Background: an optimization exercise with open tools, aiming at small area, a short achievable clock period and few clock cycles. Do not read the settings as production practice.
At most, simulation tests tie the RTL to the original design; equivalence was not proved.

==> trial 63: inputs <==
// mandel_render_top
module mandel_render_top #(
	parameter int SCREEN_W = 64,
	parameter int SCREEN_H = 48,
	parameter int MAX_ITER = 256,
	parameter int NUM_LANES = 2,
	parameter fixed_point_pkg::fixed_t BASE_STEP = 27'sd393216,
	parameter int ZOOM_MAX = 8
) (
	input  logic clk,
	input  logic reset,
	input  logic zoom_in_i,
	input  logic zoom_out_i,
	input  logic pan_left_i,
	input  logic pan_right_i,
	input  logic pan_up_i,
	input  logic pan_down_i,
	output logic psel_o,
	output logic penable_o,
	output logic pwrite_o,
	output logic [18:0] paddr_o,
	output logic [7:0] pwdata_o,
	input  logic pready_i,
	output logic frame_done_o
);
Settings: LEC_CHECK=0, CAP_MARGIN=80, CORE_MARGIN=2, CORE_UTILIZATION=40, SLEW_MARGIN=80; clock period 15.0 ns.
run.sh (not shown) runs the stock make flow with config.mk's settings and CLKGATE_MAP_FILE= SYNTH_SCRIPT=/design/flow/synth_recipe.tcl, a recipe that flattens the netlist after the stock synthesis.
==> trial 20 (differences from trial 63) <==
--- a/flow/config.mk
+++ b/flow/config.mk
@@ -6,6 +6,6 @@
 export NUM_CORES = 4
 export LEC_CHECK = 0
-export CAP_MARGIN = 80
+export CAP_MARGIN = 20
 export CORE_MARGIN = 2
 export CORE_UTILIZATION = 40
-export SLEW_MARGIN = 80
+export SLEW_MARGIN = 20
==> results.txt <==
	trial 20	trial 63
Status	timing/DRC/antenna clean	timing/DRC/antenna clean
Clock buffer count	97	96
Routed via count divided by cell count	5.27	5.28
Number of filler cells placed in the layout	15000	14500
Hold path endpoint	scan_lane_i.s1_addr[4]	scan_lane_i.s1_cr[24]
Data arrival, critical path	7.22 ns	6.18 ns
Source-to-sink clock delay at the later pin of the worst-skew pair	0.68 ns	0.67 ns
Wire length per cell	21.4 um	21.2 um
Largest fanout of any net on the critical path	26	29
Worst slack, placed	8.43 ns	9.47 ns
HPWL Detailed	132 mm	143 mm
Area added between synthesis and finish	7.30%	15.0%
Placed cell count	8700	8840
Worst r2r path cells	16	21
Testbench counts of trial 63, summed over its fixed seeds: cycles 3,485,962.
Testbench counts of trial 20, summed over its fixed seeds: cycles 3,485,962.

==> 06-05: inputs <==
Another version of the RTL of mandel_render_top (not shown whole).
// mandel_render_top
module mandel_render_top #(
	parameter int SCREEN_W = 64,
	parameter int SCREEN_H = 48,
	parameter int MAX_ITER = 256,
	parameter int NUM_LANES = 2,
	parameter fixed_point_pkg::fixed_t BASE_STEP = 27'sd393216,
	parameter int ZOOM_MAX = 8
) (
	input  logic clk,
	input  logic reset,
	input  logic zoom_in_i,
	input  logic zoom_out_i,
	input  logic pan_left_i,
	input  logic pan_right_i,
	input  logic pan_up_i,
	input  logic pan_down_i,
	output logic psel_o,
	output logic penable_o,
	output logic pwrite_o,
	output logic [18:0] paddr_o,
	output logic [7:0] pwdata_o,
	input  logic pready_i,
	output logic frame_done_o
);
make LEC_CHECK=0 CAP_MARGIN=80 CORE_MARGIN=2 CORE_UTILIZATION=40 SLEW_MARGIN=80 finish   # period 15.0 ns
==> 12-08 (differences from 06-05) <==
--- a/flow/design.v
+++ b/flow/design.v
@@ -19,52 +19,14 @@
 		else if (count[3])
 			escape_color = 8'b001_001_01;
 		else if (count[2])
 			escape_color = 8'b011_010_10;
 		else
 			escape_color = 8'b010_100_10;
 	endfunction
-	function automatic logic [26:0] ks_add27(input logic [26:0] a, input logic [26:0] b,
-		input logic cin);
-		logic [26:0] g, p, gg, pp, gn, pn;
-		logic [26:0] c;
-		g = a & b;
-		p = a ^ b;
-		gg = g;
-		pp = p;
-		gg[0] = g[0] | (p[0] & cin);
-		for (int d = 1; d < 27; d = d * 2) begin
-			gn = gg;
-			pn = pp;
-			for (int i = d; i < 27; i++) begin
-				gn[i] = gg[i] | (pp[i] & gg[i - d]);
-				pn[i] = pp[i] & pp[i - d];
-			end
-			gg = gn;
-			pp = pn;
-		end
-		c = {gg[25:0], cin};
-		ks_add27 = p ^ c;
-	endfunction
-	function automatic logic ks_carry23(input logic [22:0] a, input logic [22:0] b);
-		logic [22:0] gg, pp, gn, pn;
-		gg = a & b;
-		pp = a | b;
-		for (int d = 1; d < 23; d = d * 2) begin
-			gn = gg;
-			pn = pp;
-			for (int i = d; i < 23; i++) begin
-				gn[i] = gg[i] | (pp[i] & gg[i - d]);
-				pn[i] = pp[i] & pp[i - d];
-			end
-			gg = gn;
-			pp = pn;
-		end
-		ks_carry23 = gg[22];
-	endfunction
 endpackage
 module iter_heaps (
 	input  logic [25:0] zr,
 	input  logic [25:0] zi,
 	input  logic [12:0] bone,
 	input  logic [12:0] btwo,
 	input  logic [26:1] cim,
@@ -3497,76 +3459,117 @@
 	input  logic init_i,
 	input  fixed_point_pkg::fixed_t step_i,
 	input  fixed_point_pkg::fixed_t pan_re_i,
 	input  fixed_point_pkg::fixed_t pan_im_i,
 	output logic push_o,
 	output render_pkg::pixel_addr_t addr_o,
 	output render_pkg::color_t color_o,
-	input  logic credit_nx_i,
+	input  logic credit_i,
 	output logic take_o,
 	output logic idle_o
 );
 	function automatic logic [25:0] booth_ctl(input fixed_point_pkg::fixed_t v);
 		logic [12:0] one, two;
 		logic lo;
 		for (int k = 0; k < 13; k++) begin
 			lo = (k == 0) ? 1'b0 : v[2 * k - 1];
 			one[k] = v[2 * k] ^ lo;
 			two[k] = !one[k] && (v[2 * k + 1] ^ v[2 * k]);
 		end
 		booth_ctl = {two, one};
 	endfunction
-	function automatic logic in_range(input fixed_point_pkg::fixed_t v);
-		in_range = (v[26:24] == 3'b000) || (v[26:24] == 3'b111) ||
-			(v == 27'sh1000000);
-	endfunction
 	render_pkg::pixel_addr_t gen_addr;
 	fixed_point_pkg::fixed_t gen_cr;
 	fixed_point_pkg::fixed_t gen_ci;
+	logic [25:0] gen_bc;
 	logic gen_left;
-	logic gen_left_nx;
 	logic take;
 	fixed_point_pkg::fixed_t row_re;
 	fixed_point_pkg::fixed_t top_im;
+	fixed_point_pkg::fixed_t next_ci;
 	assign row_re = fixed_point_pkg::ORIGIN_RE + pan_re_i;
 	assign top_im = fixed_point_pkg::ORIGIN_IM + pan_im_i;
-	assign gen_left_nx = !(rst || restart_i) &&
-		(init_i || (gen_left && !(take && gen_addr == 12'd3071)));
+	assign next_ci = gen_ci - step_i;
 	always_ff @(posedge clk) begin
-		gen_left <= gen_left_nx;
+		if (rst || restart_i) begin
+			gen_left <= 1'b0;
+		end else if (init_i) begin
+			gen_left <= 1'b1;
+		end else if (take && gen_addr == 12'd3071) begin
+			gen_left <= 1'b0;
+		end
 		if (init_i) begin
 			gen_addr <= '0;
 			gen_cr <= row_re;
 			gen_ci <= top_im;
+			gen_bc <= booth_ctl(top_im);
 		end else if (take) begin
 			gen_addr <= gen_addr + 1'b1;
 			if (gen_addr[5:0] == 6'd63) begin
 				gen_cr <= row_re;
-				gen_ci <= gen_ci - step_i;
+				gen_ci <= next_ci;
+				gen_bc <= booth_ctl(next_ci);
 			end else begin
 				gen_cr <= gen_cr + step_i;
 			end
 		end
 	end
 	logic s0_run;
 	fixed_point_pkg::fixed_t s0_zr, s0_zi, s0_cr, s0_ci;
 	logic [25:0] s0_bc;
 	render_pkg::iter_t s0_n;
 	logic [51:0] s0_sv;
 	render_pkg::pixel_addr_t s0_addr;
-	logic [51:0] s0_zz;
+	logic load;
+	logic x_run;
+	fixed_point_pkg::fixed_t x_zr, x_zi, x_cr, x_ci;
+	logic [25:0] x_bc;
+	render_pkg::iter_t x_n;
+	logic [51:0] x_sv;
+	render_pkg::pixel_addr_t x_addr;
+	logic [51:0] x_zz;
 	logic [49:0] a0, a1, b0, b1;
 	logic [48:0] p0, p1;
-	assign s0_zz = {s0_zr[25:0], s0_zi[25:0]};
+	function automatic logic in_range(input fixed_point_pkg::fixed_t v);
+		in_range = (v[26:24] == 3'b000) || (v[26:24] == 3'b111) ||
+			(v == 27'sh1000000);
+	endfunction
+	assign load = !s0_run && gen_left && credit_i;
+	assign take = load && !restart_i;
+	assign take_o = take;
+	always_comb begin
+		if (load) begin
+			x_run = 1'b1;
+			x_zr = gen_cr;
+			x_zi = gen_ci;
+			x_bc = gen_bc;
+			x_cr = gen_cr;
+			x_ci = gen_ci;
+			x_n = 9'd1;
+			x_sv = {gen_cr[25:0], gen_ci[25:0]};
+			x_addr = gen_addr;
+		end else begin
+			x_run = s0_run;
+			x_zr = s0_zr;
+			x_zi = s0_zi;
+			x_bc = s0_bc;
+			x_cr = s0_cr;
+			x_ci = s0_ci;
+			x_n = s0_n;
+			x_sv = s0_sv;
+			x_addr = s0_addr;
+		end
+	end
+	assign x_zz = {x_zr[25:0], x_zi[25:0]};
 	iter_heaps iter_heaps_i (
-		.zr(s0_zr[25:0]),
-		.zi(s0_zi[25:0]),
-		.bone(s0_bc[12:0]),
-		.btwo(s0_bc[25:13]),
-		.cim(s0_ci[26:1]),
+		.zr(x_zr[25:0]),
+		.zi(x_zi[25:0]),
+		.bone(x_bc[12:0]),
+		.btwo(x_bc[25:13]),
+		.cim(x_ci[26:1]),
 		.a0(a0), .a1(a1),
 		.b0(b0), .b1(b1),
 		.p0(p0), .p1(p1)
 	);
 	logic s1_run;
 	fixed_point_pkg::fixed_t s1_cr, s1_ci;
 	render_pkg::iter_t s1_n;
@@ -3576,106 +3579,72 @@
 	logic s1_match;
 	logic [49:0] s1_a0, s1_a1, s1_b0, s1_b1;
 	logic [48:0] s1_p0, s1_p1;
 	always_ff @(posedge clk) begin
 		if (rst || restart_i)
 			s1_run <= 1'b0;
 		else
-			s1_run <= s0_run;
-		s1_cr <= s0_cr;
-		s1_ci <= s0_ci;
-		s1_n <= s0_n;
-		s1_addr <= s0_addr;
-		if (s0_n[3:0] == 4'd1)
-			s1_sv <= s0_zz;
+			s1_run <= x_run;
+		s1_cr <= x_cr;
+		s1_ci <= x_ci;
+		s1_n <= x_n;
+		s1_addr <= x_addr;
+		if (x_n[3:0] == 4'd1)
+			s1_sv <= x_zz;
 		else
-			s1_sv <= s0_sv;
-		s1_rng <= !(in_range(s0_zr) && in_range(s0_zi));
-		s1_match <= (s0_zz == s0_sv) && (s0_n != 9'd1);
+			s1_sv <= x_sv;
+		s1_rng <= !(in_range(x_zr) && in_range(x_zi));
+		s1_match <= (x_zz == x_sv) && (x_n != 9'd1);
 		s1_a0 <= a0;
 		s1_a1 <= a1;
 		s1_b0 <= b0;
 		s1_b1 <= b1;
 		s1_p0 <= p0;
 		s1_p1 <= p1;
 	end
-	logic ca, cb, cp;
-	logic [26:0] r0, r1, e0, e1, e_sum, zi_sum;
+	logic [23:0] lo_a, lo_b, lo_p;
+	logic [26:0] r0, r1, e0, e1, e_sum;
 	fixed_point_pkg::fixed_t zr_new, zi_new;
 	logic esc, fin;
-	assign ca = render_pkg::ks_carry23(s1_a0[22:0], s1_a1[22:0]);
-	assign cb = render_pkg::ks_carry23(s1_b0[22:0], s1_b1[22:0]);
-	assign cp = render_pkg::ks_carry23(s1_p0[22:0], s1_p1[22:0]);
+	render_pkg::color_t fin_color;
+	assign lo_a = {1'b0, s1_a0[22:0]} + {1'b0, s1_a1[22:0]};
+	assign lo_b = {1'b0, s1_b0[22:0]} + {1'b0, s1_b1[22:0]};
+	assign lo_p = {1'b0, s1_p0[22:0]} + {1'b0, s1_p1[22:0]};
 	iter_merge iter_merge_i (
 		.a0(s1_a0[49:23]), .a1(s1_a1[49:23]),
 		.b0(s1_b0[49:23]), .b1(s1_b1[49:23]),
-		.ca(ca), .cb(cb),
+		.ca(lo_a[23]), .cb(lo_b[23]),
 		.cr(s1_cr),
 		.r0(r0), .r1(r1),
 		.e0(e0), .e1(e1)
 	);
-	assign zr_new = render_pkg::ks_add27(r0, r1, 1'b0);
-	assign zi_sum = render_pkg::ks_add27({1'b0, s1_p0[48:23]}, {1'b0, s1_p1[48:23]}, cp);
-	assign zi_new = {zi_sum[25:0], s1_ci[0]};
-	assign e_sum = render_pkg::ks_add27(e0, e1, 1'b0);
+	assign zr_new = r0 + r1;
+	assign zi_new = {s1_p0[48:23] + s1_p1[48:23] + 26'(lo_p[23]), s1_ci[0]};
+	assign e_sum = e0 + e1;
 	assign esc = s1_rng || !e_sum[26];
 	assign fin = esc || s1_n[8] || s1_match;
+	assign fin_color = (esc && !s1_n[8]) ? render_pkg::escape_color(s1_n) : 8'h00;
 	assign push_o = s1_run && fin && !restart_i;
 	assign addr_o = s1_addr;
-	assign color_o = (esc && !s1_n[8]) ? render_pkg::escape_color(s1_n) : 8'h00;
-	logic s2_run;
-	logic s2_load;
-	fixed_point_pkg::fixed_t s2_zr, s2_zi, s2_cr, s2_ci;
-	render_pkg::iter_t s2_n;
-	logic [51:0] s2_sv;
-	render_pkg::pixel_addr_t s2_addr;
-	always_ff @(posedge clk) begin
-		if (rst || restart_i) begin
-			s2_run <= 1'b0;
-			s2_load <= 1'b0;
-		end else begin
-			s2_run <= s1_run && !fin;
-			s2_load <= !(s1_run && !fin) && gen_left_nx && credit_nx_i;
-		end
-		s2_zr <= zr_new;
-		s2_zi <= zi_new;
-		s2_cr <= s1_cr;
-		s2_ci <= s1_ci;
-		s2_n <= s1_n + 1'b1;
-		s2_sv <= s1_sv;
-		s2_addr <= s1_addr;
-	end
-	assign take = s2_load && !restart_i;
-	assign take_o = take;
+	assign color_o = fin_color;
 	always_ff @(posedge clk) begin
 		if (rst || restart_i)
 			s0_run <= 1'b0;
 		else
-			s0_run <= s2_run || s2_load;
-		if (s2_load) begin
-			s0_zr <= gen_cr;
-			s0_zi <= gen_ci;
-			s0_bc <= booth_ctl(gen_ci);
-			s0_cr <= gen_cr;
-			s0_ci <= gen_ci;
-			s0_n <= 9'd1;
-			s0_sv <= {gen_cr[25:0], gen_ci[25:0]};
-			s0_addr <= gen_addr;
-		end else begin
-			s0_zr <= s2_zr;
-			s0_zi <= s2_zi;
-			s0_bc <= booth_ctl(s2_zi);
-			s0_cr <= s2_cr;
-			s0_ci <= s2_ci;
-			s0_n <= s2_n;
-			s0_sv <= s2_sv;
-			s0_addr <= s2_addr;
-		end
+			s0_run <= s1_run && !fin;
+		s0_zr <= zr_new;
+		s0_zi <= zi_new;
+		s0_bc <= booth_ctl(zi_new);
+		s0_cr <= s1_cr;
+		s0_ci <= s1_ci;
+		s0_n <= s1_n + 1'b1;
+		s0_sv <= s1_sv;
+		s0_addr <= s1_addr;
 	end
-	assign idle_o = !gen_left && !s0_run && !s1_run && !s2_run;
+	assign idle_o = !gen_left && !s0_run && !s1_run;
 endmodule
 `timescale 1ns/100ps
 module view_control (
 	input  logic clk,
 	input  logic rst,
 	input  logic [5:0] cmd_i,
 	output fixed_point_pkg::fixed_t step_o,
@@ -3720,63 +3689,60 @@
 	input  logic reset,
 	input  logic flush_i,
 	input  logic block_i,
 	input  logic take_i,
 	input  logic push_i,
 	input  render_pkg::pixel_addr_t addr_i,
 	input  render_pkg::color_t color_i,
-	output logic credit_nx_o,
+	output logic credit_o,
 	output logic quiet_o,
 	output logic psel_o,
 	output logic penable_o,
 	output render_pkg::pixel_addr_t paddr_o,
 	output render_pkg::color_t pwdata_o,
 	input  logic pready_i
 );
 	localparam int AW = $clog2(DEPTH);
 	render_pkg::pixel_addr_t addr_q [DEPTH];
 	render_pkg::color_t color_q [DEPTH];
 	logic [AW-1:0] rd_q;
 	logic [AW-1:0] wr_q;
 	logic [DEPTH-1:0] valid_q;
 	logic [AW:0] credits_q;
-	logic [AW:0] credits_nx;
 	logic idle_q;
 	logic setup_q;
 	logic bus_free;
 	logic pop;
 	logic start;
-	assign credits_nx = flush_i ? (AW+1)'(DEPTH) :
-		credits_q - (AW+1)'(take_i) + (AW+1)'(pop);
-	assign credit_nx_o = (credits_nx != '0);
+	assign credit_o = (credits_q != '0);
 	assign quiet_o = !valid_q[rd_q] && idle_q;
 	assign bus_free = idle_q || (!setup_q && pready_i);
 	assign pop = valid_q[rd_q] && !flush_i && bus_free;
 	assign start = pop && !block_i;
-	always_ff @(posedge clk)
-		credits_q <= credits_nx;
 	always_ff @(posedge clk) begin
 		if (flush_i) begin
 			rd_q <= '0;
 			wr_q <= '0;
 			valid_q <= '0;
+			credits_q <= (AW+1)'(DEPTH);
 		end else begin
 			if (push_i) begin
 				addr_q[wr_q] <= addr_i;
 				color_q[wr_q] <= color_i;
 				wr_q <= wr_q + 1'b1;
 			end
 			if (pop)
 				rd_q <= rd_q + 1'b1;
 			for (int k = 0; k < DEPTH; k++) begin
 				if (push_i && wr_q == AW'(k))
 					valid_q[k] <= 1'b1;
 				else if (pop && rd_q == AW'(k))
 					valid_q[k] <= 1'b0;
 			end
+			credits_q <= credits_q - (AW+1)'(take_i) + (AW+1)'(pop);
 		end
 	end
 	always_ff @(posedge clk) begin
 		if (reset) begin
 			psel_o <= 1'b0;
 			penable_o <= 1'b0;
 			idle_q <= 1'b1;
@@ -3836,15 +3802,15 @@
 	logic block;
 	fixed_point_pkg::fixed_t step;
 	fixed_point_pkg::fixed_t pan_re;
 	fixed_point_pkg::fixed_t pan_im;
 	logic push;
 	render_pkg::pixel_addr_t push_addr;
 	render_pkg::color_t push_color;
-	logic credit_nx;
+	logic credit;
 	logic take;
 	logic bus_quiet;
 	logic engine_idle;
 	render_pkg::pixel_addr_t paddr;
 	logic complete;
 	assign cmd_raw = {zoom_in_i, zoom_out_i, pan_left_i, pan_right_i, pan_up_i, pan_down_i};
 	always_ff @(posedge clk) begin
@@ -3875,28 +3841,28 @@
 		.init_i(init_q),
 		.step_i(step),
 		.pan_re_i(pan_re),
 		.pan_im_i(pan_im),
 		.push_o(push),
 		.addr_o(push_addr),
 		.color_o(push_color),
-		.credit_nx_i(credit_nx),
+		.credit_i(credit),
 		.take_o(take),
 		.idle_o(engine_idle)
 	);
 	fb_write_arbiter fb_write_arbiter_i (
 		.clk(clk),
 		.reset(reset),
 		.flush_i(flush),
 		.block_i(block),
 		.take_i(take),
 		.push_i(push),
 		.addr_i(push_addr),
 		.color_i(push_color),
-		.credit_nx_o(credit_nx),
+		.credit_o(credit),
 		.quiet_o(bus_quiet),
 		.psel_o(psel_o),
 		.penable_o(penable_o),
 		.paddr_o(paddr),
 		.pwdata_o(pwdata_o),
 		.pready_i(pready_i)
 	);
==> flow/flow/run.sh (new file) <==
#!/bin/bash
# The standard layout (the standard.sh: standard synthesis, floorplan,
# placement, CTS, routing), with ORFS's timing repair asked for a setup
# margin of 10.5 ns: the clock, its 15 ns period and the I/O constraints are
# unchanged, repair just keeps going until paths are 10.5 ns inside them.
set -euo pipefail
export SETUP_SLACK_MARGIN=10.5
bash standard.sh > standard.log 2>&1
==> flow/standard.sh (new file) <==
#!/bin/bash
# synth_recipe.tcl (not shown) runs the flow's synth.tcl, then flattens the netlist and writes it again
# the make line also repeats each setting of config.mk as NAME=value (left out here)
make -C /OpenROAD-flow-scripts/flow DESIGN_CONFIG=/design/flow/config.mk WORK_HOME=/design/flow/orfs CLKGATE_MAP_FILE= SYNTH_SCRIPT=/design/flow/synth_recipe.tcl "${@:-finish}"
removed: flow/run.sh
==> metrics.log <==
INFO  metric status = timing/DRC/antenna clean
INFO  metric cts.repair_timing.setup_buffer_count = 0
INFO  metric height_of_the_die = about 420 um
INFO  metric data_required_time_of_the_critical_path = between 15,000 and 20,000 ps
INFO  metric placed_cells_incl_taps = 9,237
INFO  metric holdPathEnd = scan_lane_i.s2_sv[31]
INFO  metric grt_util_met1 = 28.76%
The numbers above come from 06-05.

==> metrics.log <==
INFO  metric data_required_time_of_the_critical_path = ~16,000 ps
INFO  metric holdPathEnd = scan_lane_i.s0_sv[26]
INFO  metric placed_cells_incl_taps = approximately 9,000
INFO  metric height_of_the_die = slightly above 400 um
INFO  metric status = timing/DRC/antenna clean
The numbers above come from 12-08.

No run of this note included a check of the RTL's function; only the layout flow was run.

## separate check: timing with driven ports
How much do the figures lean on ideal ports? The routed layouts below were timed once more, with nothing changed but the port constraints. Step 1 (the two cells are an assumption about what drives the block):
set clk [get_ports {clk}]
set_driving_cell -lib_cell sky130_fd_sc_hd__clkbuf_16 $clk
set_driving_cell -lib_cell sky130_fd_sc_hd__buf_2 [delete_from_list [all_inputs] $clk]
Step 2 times the ports against the registers' clock, not the clock port: input delays grow and output delays shrink by t, the midpoint of the rising clock arrivals with the driver on. Three values: ideal, step 1, step 2; two values: the first two.
run	t, ns	setup WS [ns]	worst setup path after step 2	worst register clock-pin slew, ns	pins driven straight from the clock port
trial 63	0.724	9.364 / 9.364 / 9.364	register to register	0.07 / 0.07	1
trial 20	0.738	8.318 / 8.318 / 8.318	register to register	0.07 / 0.07	1
06-05	0.837	8.451 / 8.451 / 8.451	register to register	0.07 / 0.07	1
12-08	0.832	9.518 / 9.518 / 9.518	register to register	0.07 / 0.07	1
After both steps setup and hold are still met in every run listed.
